What follows belongs to an exercise in optimizing a design on an open flow for small area, a short achievable clock period and few clock cycles per item; a production flow would make more cautious choices.
No functional check of the RTL was part of this run.
Power is estimated from default activity; no workload was simulated.

==> design/flow/design.v <==
package hedc_pkg;
	localparam int CFG_IDX_W = 3;
	localparam logic [CFG_IDX_W-1:0] CFG_START_BYTE   = 3'd0;
	localparam logic [CFG_IDX_W-1:0] CFG_ENV_VERSION  = 3'd1;
	localparam logic [CFG_IDX_W-1:0] CFG_FRAME_MARKER = 3'd2;
	localparam logic [CFG_IDX_W-1:0] CFG_FRAME_VER    = 3'd3;
	localparam logic [CFG_IDX_W-1:0] CFG_FRAME_KIND   = 3'd4;
	localparam logic [7:0] START_BYTE_RST   = 8'hA5;
	localparam logic [7:0] ENV_VERSION_RST  = 8'h01;
	localparam logic [7:0] FRAME_MARKER_RST = 8'hD7;
	localparam logic [7:0] FRAME_VER_RST    = 8'h02;
	localparam logic [7:0] FRAME_KIND_RST   = 8'h01;
	localparam int ENV_VER_POS  = 1;
	localparam int EMIT_FIRST   = 2;
	localparam int INNER_OFFSET = 4;
	localparam logic [15:0] CRC_INIT = 16'hFFFF;
	localparam logic [15:0] CRC_POLY = 16'h1021;
	localparam logic [15:0] CRC_MSB  = 16'h8000;
	typedef enum logic [7:0] {
		ST_IDLE    = 8'b0000_0001,
		ST_CHECK   = 8'b0000_0010,
		ST_FLUSH   = 8'b0000_0100,
		ST_DECIDE  = 8'b0000_1000,
		ST_SCAN    = 8'b0001_0000,
		ST_COPY    = 8'b0010_0000,
		ST_EMIT_RD = 8'b0100_0000,
		ST_EMIT_WR = 8'b1000_0000
	} hedc_state_t;
	typedef struct packed {
		logic       clr;
		logic       vld;
		logic [7:0] data;
		logic       env_ver;
		logic       marker;
		logic       fver;
		logic       kind;
		logic       crc_en;
		logic       got_hi;
		logic       got_lo;
	} hedc_chk_t;
	function automatic logic [15:0] crc16_byte(input logic [15:0] crc, input logic [7:0] data);
		logic [15:0] c;
		c = crc ^ {data, 8'h00};
		for (int b = 0; b < 8; b++) begin
			if ((c & CRC_MSB) != 16'h0000) begin
				c = (c << 1) ^ CRC_POLY;
			end else begin
				c = c << 1;
			end
		end
		crc16_byte = c;
	endfunction
endpackage
module hedc_ram #(
	parameter int WIDTH = 8,
	parameter int DEPTH = 40
) (
	input  logic                     clk,
	input  logic                     we,
	input  logic [$clog2(DEPTH)-1:0] waddr,
	input  logic [WIDTH-1:0]         wdata,
	input  logic                     re,
	input  logic [$clog2(DEPTH)-1:0] raddr,
	output logic [WIDTH-1:0]         rdata
);
	logic [WIDTH-1:0] mem_q [DEPTH];
	logic [WIDTH-1:0] rdata_q;
	always_ff @(posedge clk) begin
		if (we) begin
			mem_q[waddr] <= wdata;
		end
		if (re) begin
			rdata_q <= mem_q[raddr];
		end
	end
	assign rdata = rdata_q;
endmodule
module hedc_check (
	input  logic                clk,
	input  logic                arst_n,
	input  logic [7:0]          env_version,
	input  logic [7:0]          frame_marker,
	input  logic [7:0]          frame_version,
	input  logic [7:0]          frame_kind,
	input  hedc_pkg::hedc_chk_t beat,
	output logic                pass
);
	logic        ok_q;
	logic [15:0] crc_q;
	logic [15:0] got_q;
	logic        bad;
	assign bad = (beat.env_ver && (beat.data != env_version)) ||
		(beat.marker && (beat.data != frame_marker)) ||
		(beat.fver && (beat.data != frame_version)) ||
		(beat.kind && (beat.data != frame_kind));
	always_ff @(posedge clk or negedge arst_n) begin
		if (!arst_n) begin
			ok_q <= 1'b0;
		end else if (beat.clr) begin
			ok_q <= 1'b1;
		end else if (beat.vld && bad) begin
			ok_q <= 1'b0;
		end
	end
	always_ff @(posedge clk) begin
		if (beat.clr) begin
			crc_q <= hedc_pkg::CRC_INIT;
		end else if (beat.vld) begin
			if (beat.crc_en) begin
				crc_q <= hedc_pkg::crc16_byte(crc_q, beat.data);
			end
			if (beat.got_hi) begin
				got_q[15:8] <= beat.data;
			end
			if (beat.got_lo) begin
				got_q[7:0] <= beat.data;
			end
		end
	end
	assign pass = ok_q && (got_q == crc_q);
endmodule
module host_envelope_deframer_crc16_core #(
	parameter int ENVELOPE_BYTES    = 40,
	parameter int INNER_FRAME_BYTES = 36
) (
	input  logic                           clk,
	input  logic                           arst_n,
	input  logic                           cfg_we,
	input  logic [hedc_pkg::CFG_IDX_W-1:0] cfg_idx,
	input  logic [7:0]                     cfg_data,
	input  logic                           rx_valid,
	output logic                           rx_stall,
	input  logic [7:0]                     rx_byte,
	output logic                           out_valid,
	input  logic                           out_stall,
	output logic [7:0]                     out_byte,
	output logic                           out_last
);
	localparam int AW  = $clog2(ENVELOPE_BYTES);
	localparam int FCW = $clog2(ENVELOPE_BYTES + 1);
	localparam int XW  = $clog2(ENVELOPE_BYTES + INNER_FRAME_BYTES + hedc_pkg::INNER_OFFSET);
	localparam logic [FCW-1:0] FILL_LAST   = FCW'(ENVELOPE_BYTES - 1);
	localparam logic [XW-1:0]  ENV_X       = XW'(ENVELOPE_BYTES);
	localparam logic [XW-1:0]  ENV_LAST_X  = XW'(ENVELOPE_BYTES - 1);
	localparam logic [XW-1:0]  INN_X       = XW'(INNER_FRAME_BYTES);
	localparam logic [XW-1:0]  INN_M1_X    = XW'(INNER_FRAME_BYTES - 1);
	localparam logic [XW-1:0]  EMIT_LAST_X = XW'(INNER_FRAME_BYTES + 1);
	localparam logic [XW-1:0]  ONE_X       = XW'(1);
	logic [7:0] start_q;
	logic [7:0] env_ver_q;
	logic [7:0] marker_q;
	logic [7:0] fver_q;
	logic [7:0] kind_q;
	hedc_pkg::hedc_state_t    state_q;
	logic [FCW-1:0] fill_q;
	logic [XW-1:0]  cnt_q;
	logic [XW-1:0]  hit_q;
	logic [XW-1:0]  idx_s1;
	logic           chk_vld_s1;
	logic           scan_vld_s1;
	logic           copy_vld_s1;
	logic           zero_s1;
	logic           out_valid_q;
	logic [7:0]     out_byte_q;
	logic           out_last_q;
	logic           ram_we;
	logic [AW-1:0]  ram_waddr;
	logic [7:0]     ram_wdata;
	logic           ram_re;
	logic [XW-1:0]  rd_x;
	logic [7:0]     ram_rdata;
	logic           in_acc;
	logic           keep;
	logic           out_free;
	logic           out_load;
	logic [XW-1:0]  rest_x;
	logic           pass;
	hedc_pkg::hedc_chk_t      chk;
	assign in_acc   = rx_valid && (state_q == hedc_pkg::ST_IDLE);
	assign keep     = (fill_q != '0) || (rx_byte == start_q);
	assign rx_stall = (state_q != hedc_pkg::ST_IDLE);
	assign out_free = !out_valid_q || !out_stall;
	assign out_load = (state_q == hedc_pkg::ST_EMIT_WR) && out_free;
	assign rest_x   = ENV_X - hit_q;
	always_comb begin
		ram_we    = 1'b0;
		ram_waddr = '0;
		ram_wdata = '0;
		ram_re    = 1'b0;
		rd_x      = '0;
		case (state_q)
			hedc_pkg::ST_IDLE: begin
				if (in_acc && keep) begin
					ram_we    = 1'b1;
					ram_waddr = fill_q[AW-1:0];
					ram_wdata = rx_byte;
				end
			end
			hedc_pkg::ST_CHECK: begin
				if (cnt_q == '0) begin
					rd_x = XW'(hedc_pkg::ENV_VER_POS);
				end else begin
					rd_x = cnt_q + XW'(hedc_pkg::INNER_OFFSET - 1);
				end
				ram_re = (rd_x < ENV_X);
			end
			hedc_pkg::ST_SCAN: begin
				rd_x   = cnt_q;
				ram_re = (cnt_q < ENV_X);
			end
			hedc_pkg::ST_COPY: begin
				rd_x      = hit_q + cnt_q;
				ram_re    = (cnt_q < rest_x);
				ram_we    = copy_vld_s1;
				ram_waddr = idx_s1[AW-1:0];
				ram_wdata = ram_rdata;
			end
			hedc_pkg::ST_EMIT_RD: begin
				rd_x   = cnt_q + XW'(hedc_pkg::EMIT_FIRST);
				ram_re = (rd_x < ENV_X);
			end
			default: begin
			end
		endcase
	end
	hedc_ram #(
		.WIDTH(8),
		.DEPTH(ENVELOPE_BYTES)
	) u_store (
		.clk  (clk),
		.we   (ram_we),
		.waddr(ram_waddr),
		.wdata(ram_wdata),
		.re   (ram_re),
		.raddr(rd_x[AW-1:0]),
		.rdata(ram_rdata)
	);
	always_comb begin
		chk.clr     = in_acc && keep && (fill_q == FILL_LAST);
		chk.vld     = chk_vld_s1;
		chk.data    = zero_s1 ? 8'h00 : ram_rdata;
		chk.env_ver = (idx_s1 == '0);
		chk.marker  = (idx_s1 == XW'(1));
		chk.fver    = (idx_s1 == XW'(2));
		chk.kind    = (idx_s1 == XW'(3));
		chk.crc_en  = (idx_s1 != '0) && (idx_s1 < INN_M1_X);
		chk.got_hi  = (idx_s1 == INN_M1_X);
		chk.got_lo  = (idx_s1 == INN_X);
	end
	hedc_check u_check (
		.clk          (clk),
		.arst_n       (arst_n),
		.env_version  (env_ver_q),
		.frame_marker (marker_q),
		.frame_version(fver_q),
		.frame_kind   (kind_q),
		.beat         (chk),
		.pass         (pass)
	);
	always_ff @(posedge clk or negedge arst_n) begin
		if (!arst_n) begin
			start_q     <= hedc_pkg::START_BYTE_RST;
			env_ver_q   <= hedc_pkg::ENV_VERSION_RST;
			marker_q    <= hedc_pkg::FRAME_MARKER_RST;
			fver_q      <= hedc_pkg::FRAME_VER_RST;
			kind_q      <= hedc_pkg::FRAME_KIND_RST;
			state_q     <= hedc_pkg::ST_IDLE;
			fill_q      <= '0;
			cnt_q       <= '0;
			hit_q       <= '0;
			idx_s1      <= '0;
			chk_vld_s1  <= 1'b0;
			scan_vld_s1 <= 1'b0;
			copy_vld_s1 <= 1'b0;
			zero_s1     <= 1'b0;
			out_valid_q <= 1'b0;
		end else begin
			if (cfg_we) begin
				case (cfg_idx)
					hedc_pkg::CFG_START_BYTE:   start_q   <= cfg_data;
					hedc_pkg::CFG_ENV_VERSION:  env_ver_q <= cfg_data;
					hedc_pkg::CFG_FRAME_MARKER: marker_q  <= cfg_data;
					hedc_pkg::CFG_FRAME_VER:    fver_q    <= cfg_data;
					hedc_pkg::CFG_FRAME_KIND:   kind_q    <= cfg_data;
					default: begin
					end
				endcase
			end
			chk_vld_s1  <= 1'b0;
			scan_vld_s1 <= 1'b0;
			copy_vld_s1 <= 1'b0;
			if (out_load) begin
				out_valid_q <= 1'b1;
			end else if (!out_stall) begin
				out_valid_q <= 1'b0;
			end
			case (state_q)
				hedc_pkg::ST_IDLE: begin
					if (in_acc && keep) begin
						fill_q <= fill_q + FCW'(1);
						if (fill_q == FILL_LAST) begin
							cnt_q   <= '0;
							state_q <= hedc_pkg::ST_CHECK;
						end
					end
				end
				hedc_pkg::ST_CHECK: begin
					chk_vld_s1 <= 1'b1;
					idx_s1     <= cnt_q;
					zero_s1    <= !ram_re;
					cnt_q      <= cnt_q + ONE_X;
					if (cnt_q == INN_X) begin
						state_q <= hedc_pkg::ST_FLUSH;
					end
				end
				hedc_pkg::ST_FLUSH: begin
					state_q <= hedc_pkg::ST_DECIDE;
				end
				hedc_pkg::ST_DECIDE: begin
					if (pass) begin
						cnt_q   <= '0;
						state_q <= hedc_pkg::ST_EMIT_RD;
					end else begin
						cnt_q   <= ONE_X;
						state_q <= hedc_pkg::ST_SCAN;
					end
				end
				hedc_pkg::ST_SCAN: begin
					if (scan_vld_s1 && (ram_rdata == start_q)) begin
						hit_q   <= idx_s1;
						cnt_q   <= '0;
						state_q <= hedc_pkg::ST_COPY;
					end else if (scan_vld_s1 && (idx_s1 == ENV_LAST_X)) begin
						fill_q  <= '0;
						state_q <= hedc_pkg::ST_IDLE;
					end else if (ram_re) begin
						scan_vld_s1 <= 1'b1;
						idx_s1      <= cnt_q;
						cnt_q       <= cnt_q + ONE_X;
					end
				end
				hedc_pkg::ST_COPY: begin
					if (ram_re) begin
						copy_vld_s1 <= 1'b1;
						idx_s1      <= cnt_q;
						cnt_q       <= cnt_q + ONE_X;
					end
					if (copy_vld_s1 && (idx_s1 == (rest_x - ONE_X))) begin
						fill_q  <= rest_x[FCW-1:0];
						state_q <= hedc_pkg::ST_IDLE;
					end
				end
				hedc_pkg::ST_EMIT_RD: begin
					zero_s1 <= !ram_re;
					state_q <= hedc_pkg::ST_EMIT_WR;
				end
				hedc_pkg::ST_EMIT_WR: begin
					if (out_free) begin
						if (cnt_q == EMIT_LAST_X) begin
							fill_q  <= '0;
							state_q <= hedc_pkg::ST_IDLE;
						end else begin
							cnt_q   <= cnt_q + ONE_X;
							state_q <= hedc_pkg::ST_EMIT_RD;
						end
					end
				end
				default: begin
					state_q <= hedc_pkg::ST_IDLE;
				end
			endcase
		end
	end
	always_ff @(posedge clk) begin
		if (out_load) begin
			out_byte_q <= zero_s1 ? 8'h00 : ram_rdata;
			out_last_q <= (cnt_q == EMIT_LAST_X);
		end
	end
	assign out_valid = out_valid_q;
	assign out_byte  = out_byte_q;
	assign out_last  = out_last_q;
endmodule
==> design/flow/run.sh <==
#!/bin/bash
# synth_recipe.tcl (not shown) runs the flow's synth.tcl, then flattens the netlist and writes it again
# the make line also repeats each setting of config.mk as NAME=value (left out here)
make -C /OpenROAD-flow-scripts/flow DESIGN_CONFIG=/design/flow/config.mk WORK_HOME=/design/flow/orfs CLKGATE_MAP_FILE= SYNTH_SCRIPT=/design/flow/synth_recipe.tcl finish
==> design/flow/config.mk <==
export PLATFORM = sky130hd
export DESIGN_NAME = host_envelope_deframer_crc16_core
export DESIGN_NICKNAME = host_envelope_deframer_crc16_core
export VERILOG_FILES = /design/flow/design.v
export SDC_FILE = /design/flow/constraint.sdc
export NUM_CORES = 4
export LEC_CHECK = 0
export CAP_MARGIN = 20
export CORE_MARGIN = 2
export CORE_UTILIZATION = 40
export PLACE_DENSITY = 0.6
export SLEW_MARGIN = 20
==> design/flow/constraint.sdc <==
create_clock -name core_clock -period 5.0 [get_ports {clk}]
set_input_delay 1.0000 -clock core_clock [delete_from_list [all_inputs] [get_ports {clk}]]
set_output_delay 1.0000 -clock core_clock [all_outputs]
set_load 0.01 [all_outputs]
==> notes.md <==
-- worst min-delay path by stage --
| stage | cells after the start | endpoint | slack, ns | start |
|---|---|---|---|---|
| floorplan | 2 | u_check.ok_q$_DFFE_PN0P_ | 0.45 | u_check.ok_q$_DFFE_PN0P_ |
| global placement | 2 | u_check.ok_q$_DFFE_PN0P_ | 0.49 | u_check.ok_q$_DFFE_PN0P_ |
| detailed placement | 2 | u_check.ok_q$_DFFE_PN0P_ | 0.52 | u_check.ok_q$_DFFE_PN0P_ |
| CTS | 1 | cnt_q[4]$_DFFE_PN0P_ | 0.39 | arst_n |
| global route | 1 | cnt_q[4]$_DFFE_PN0P_ | 0.42 | arst_n |
| finish | 1 | cnt_q[4]$_DFFE_PN0P_ | 0.37 | arst_n |
-- worst register-to-register path: stages, from the launching register on --
cell and delay, ns:
dfrtp_1 0.55, inv_1 0.14, ha_1 0.31, or4b_2 0.67, a311oi_2 0.39, a21o_2 0.34
nor3_2 0.19, buf_4 0.25, a221oi_1 0.28, o21ai_1 0.18, a2111oi_1 0.67
-- stage by stage --
step           power, mW  setup WS [ns]  cells  hold slack [ns]
4_1_cts             10.4          0.789   2329            0.391
5_1_grt             10.8          0.490   2330            0.422
6_report            10.3          0.749   2330            0.374
3_5_place_dp        6.92          0.728   2241            0.517
2_1_floorplan       6.19           1.65   1545            0.453
3_3_place_gp        6.89          0.839   2241            0.486
-- cell type report --
cell class	instances	area, um2
Fill cell	4544	27700
Sequential cell	450	13000
Multi-Input combinational cell	992	7230
Clock buffer	62	1240
Timing Repair Buffer	101	886
Tap cell	680	851
Clock inverter	26	289
Inverter	19	71.3
-- cell families after synthesis --
group	synth area share (%)
xor+xnor	4.53
simple gates	10.4
mux	8.40
compound gates	10.4
fa+ha+maj	1.25
flops	62.9
buf+inv	2.23
-- placed cells by master, fill, tap and decap left out, drive strengths merged, types with 18 or more instances in the layout --
| cell type | instances |
|---|---|
| nand2 | 172 |
| clkinv | 18 |
| o21ai | 39 |
| clkbuf | 62 |
| o211ai | 31 |
| a211oi | 28 |
| a311oi | 27 |
| inv | 21 |
| ha | 19 |
| xnor2 | 65 |
| buf | 68 |
| mux2 | 61 |
| mux2i | 73 |
| nor2 | 80 |
| clkdlybuf4s50 | 33 |
| xor2 | 39 |
| a21oi | 28 |
| and3 | 21 |
| nand3 | 23 |
| edfxtp | 353 |
| dfrtp | 67 |
-- report_power, final --
part / internal (mW) / total, mW / leakage, nW / switching [mW]
Combinational: 0.837 / 2.19 / 3.58 / 1.36
Clock: 1.98 / 3.48 / 0.745 / 1.49
Sequential: 4.43 / 4.66 / 4.38 / 0.235
-- metal layers --
layer | global-route usage, % | wire, um
met4 | 7.42 | 1720
met2 | 30.4 | 23800
met1 | 27.0 | 23100
met5 | 0 | 0
met3 | 2.84 | 2620
==> results by group <==
Floorplanning
  – Boundary Pins: 35
  – Starting Density: 40.3%
  – Core area: ~51000 um2
  – Die area: 53400 um2
  – Die height: around 230 um
  – Cell Rows: 83
  – Die width: between 200 and 250 um

Detailed routing
  – DR WL/cell: 22.0 um
  – Drt via density: between 5 and 6
  – Detailed Route WL: 51300 um
  – Number of DRC markers in iteration 0: ~1300
  – Post-route ant nets: 0
  – Post-route DRC: 0
  – Vias: approximately 13000
  – Drt first pass iters: 6

Logic synthesis
  – Post-synth top cells: 353 x edfxtp_1, 172 x nand2_1, 79 x nor2_1
  – Area leader, netlist: edfxtp_1
  – Synth Area per Inst: around 13 um2
  – Mapped Area: 20600 um2
  – YS warnings: 3
  – FFs w/ async S/R, synth: approximately 18%
  – Post-synth EDFFs: 353
  – Register area share after synthesis: 62.9%
  – Main flop type after synthesis: edfxtp_1
  – Dominant cells by area after synthesis: edfxtp_1 51%, dfrtp_1 8.1%, mux2i_1 3.5%, mux2_2 3.3%, nand2_1 3.1%
  – Top cell type's share of synthesized area: about half
  – Cell count after synthesis: 1545
  – Top-count cell post-synth: edfxtp_1
  – Distinct cells, synth: 85
  – Flop and latch count out of synthesis: 450
  – Syn Nets: 1589

GRT
  – Global-route wire length before repair: a little under 80000 um
  – Initial antenna violation count: 1
  – Largest net degree at the start of global routing: 80
  – GRT overflow: 0
  – Vias in the first global route: 12800
  – Total track usage: 19.3%

Final layout
  – Fin area: 23500 um2
  – Largest register by flop count: u_store.mem_q
  – P&R area growth vs syn: 14.1%
  – Antenna fix cells: 0
  – Share of cells above drive strength 1: 15.8%
  – Nets@finish: 1655
  – Util after Layout: around 46%
  – Max reg flops: between 300 and 400
  – Biggest regs: u_store.mem_q (320), u_check.crc_q (16), u_check.got_q (16)

Clocking
  – Setup Buffers After CTS: 0
  – CTS resizes: 0
  – Num CTS Buffers: 47
  – H-tree depth: 2
  – CTS Buffer Depth: 3
  – Total clock sinks: 450
  – Cts hold-fix bufs: 0
  – Clk slew on worst S/H paths: ~0.06 ns
  – Clock latency (worst-skew pair): between 0.6 and 0.7 ns
  – CTS tree: yes
  – Root buffer cell: clkbuf_16

Run status
  – Outcome: timing/DRC/antenna clean

Worst setup path
  – Crit path DAT: roughly 4.6 ns
  – FF-to-FF path depth: 10
  – FF-to-FF setup slack: between 0.7 and 0.8 ns
  – FF-to-FF Start: cnt_q[0]$_DFFE_PN0P_
  – CP startpoint kind: flip-flop
  – WP buf/inv: 2
  – Crit path capture: u_store.rdata_q[7]$_DFFE_PN_
  – Critical-path maximum fanout: 12
  – Worst setup startpoint: cnt_q[0]$_DFFE_PN0P_
  – Crit-path cells: inv_1 -> ha_1 -> or4b_2 -> a311oi_2 -> a21o_2 -> nor3_2 -> buf_4 -> a221oi_1 -> o21ai_1 -> a2111oi_1
  – Kind of end point of the critical path: flip-flop
  – CP Class: flip-flop to flip-flop
  – Max stage delay on crit path: 0.67 ns
  – CP top delay family: compound AO/OA/AOI/OAI gates
  – Worst r2r dst: u_store.rdata_q[7]$_DFFE_PN_
  – Critical path's slowest cell: or4b_2
  – Instance count on the critical path: 10
  – Worst EP required: about 5.3 ns

Job
  – Max Cap Violations: 0

Timing
  – FMAX: ~240 MHz
  – RSZ-0062 raised after global routing: false
  – Fin Setup TNS: 0 ns
  – Tcrit/Tclk final: a little under nine tenths
  – Fin Clk Skew: 0.0183 ns
  – Worst slew pin tran: approximately 1.0 ns
  – Final setup vio count: 0
  – Slew HR: between 20% and 30%
  – Final Hold Fails: 0
  – Min cycle time layout: 4.25 ns
  – Max-slew violations: 0

Placement
  – Dpl hpwl: roughly 34000 um
  – Input/output buffers: 34
  – Cell area after placement: between 20000 and 25000 um2
  – Placer Congestion: about 0.89

Worst hold path
  – Worst Hold Class: input pin to async pin

Power and ir drop
  – Peak VDD IR: 0.260 mV
  – Leakage power: between 8 and 9 nW
  – Power per Cell Area: 439 nW/um2

static timing again, ports no longer ideal:
The results above use ideal ports. As a check the final layout listed here was re-extracted and re-timed, cells and wires unchanged.
Step 1: set_driving_cell puts a clkbuf_16 on clk and a buf_2 on each other input, an assumption about the parent block.
Step 2 adds t to the input delays and takes it off the output delays; t is the mean of the earliest and latest rising clock arrival at the registers after step 1. Input paths then give back, and output paths get back, about the clock's delay inside the block.
Three values: ideal, step 1, step 2; two values: the first two.
t (ns): 0.655
setup slack, ns: 0.749 / 0.749 / 0.622
hold slack, ns: 0.374 / 0.347 / 0.527
worst setup path after step 2: input to register
clock arrival spread, ns: 0.021 / 0.021
After both steps setup and hold are still met in this run. The setup slack of this run moves by 0.000 ns with the drivers and by -0.127 ns with both steps.
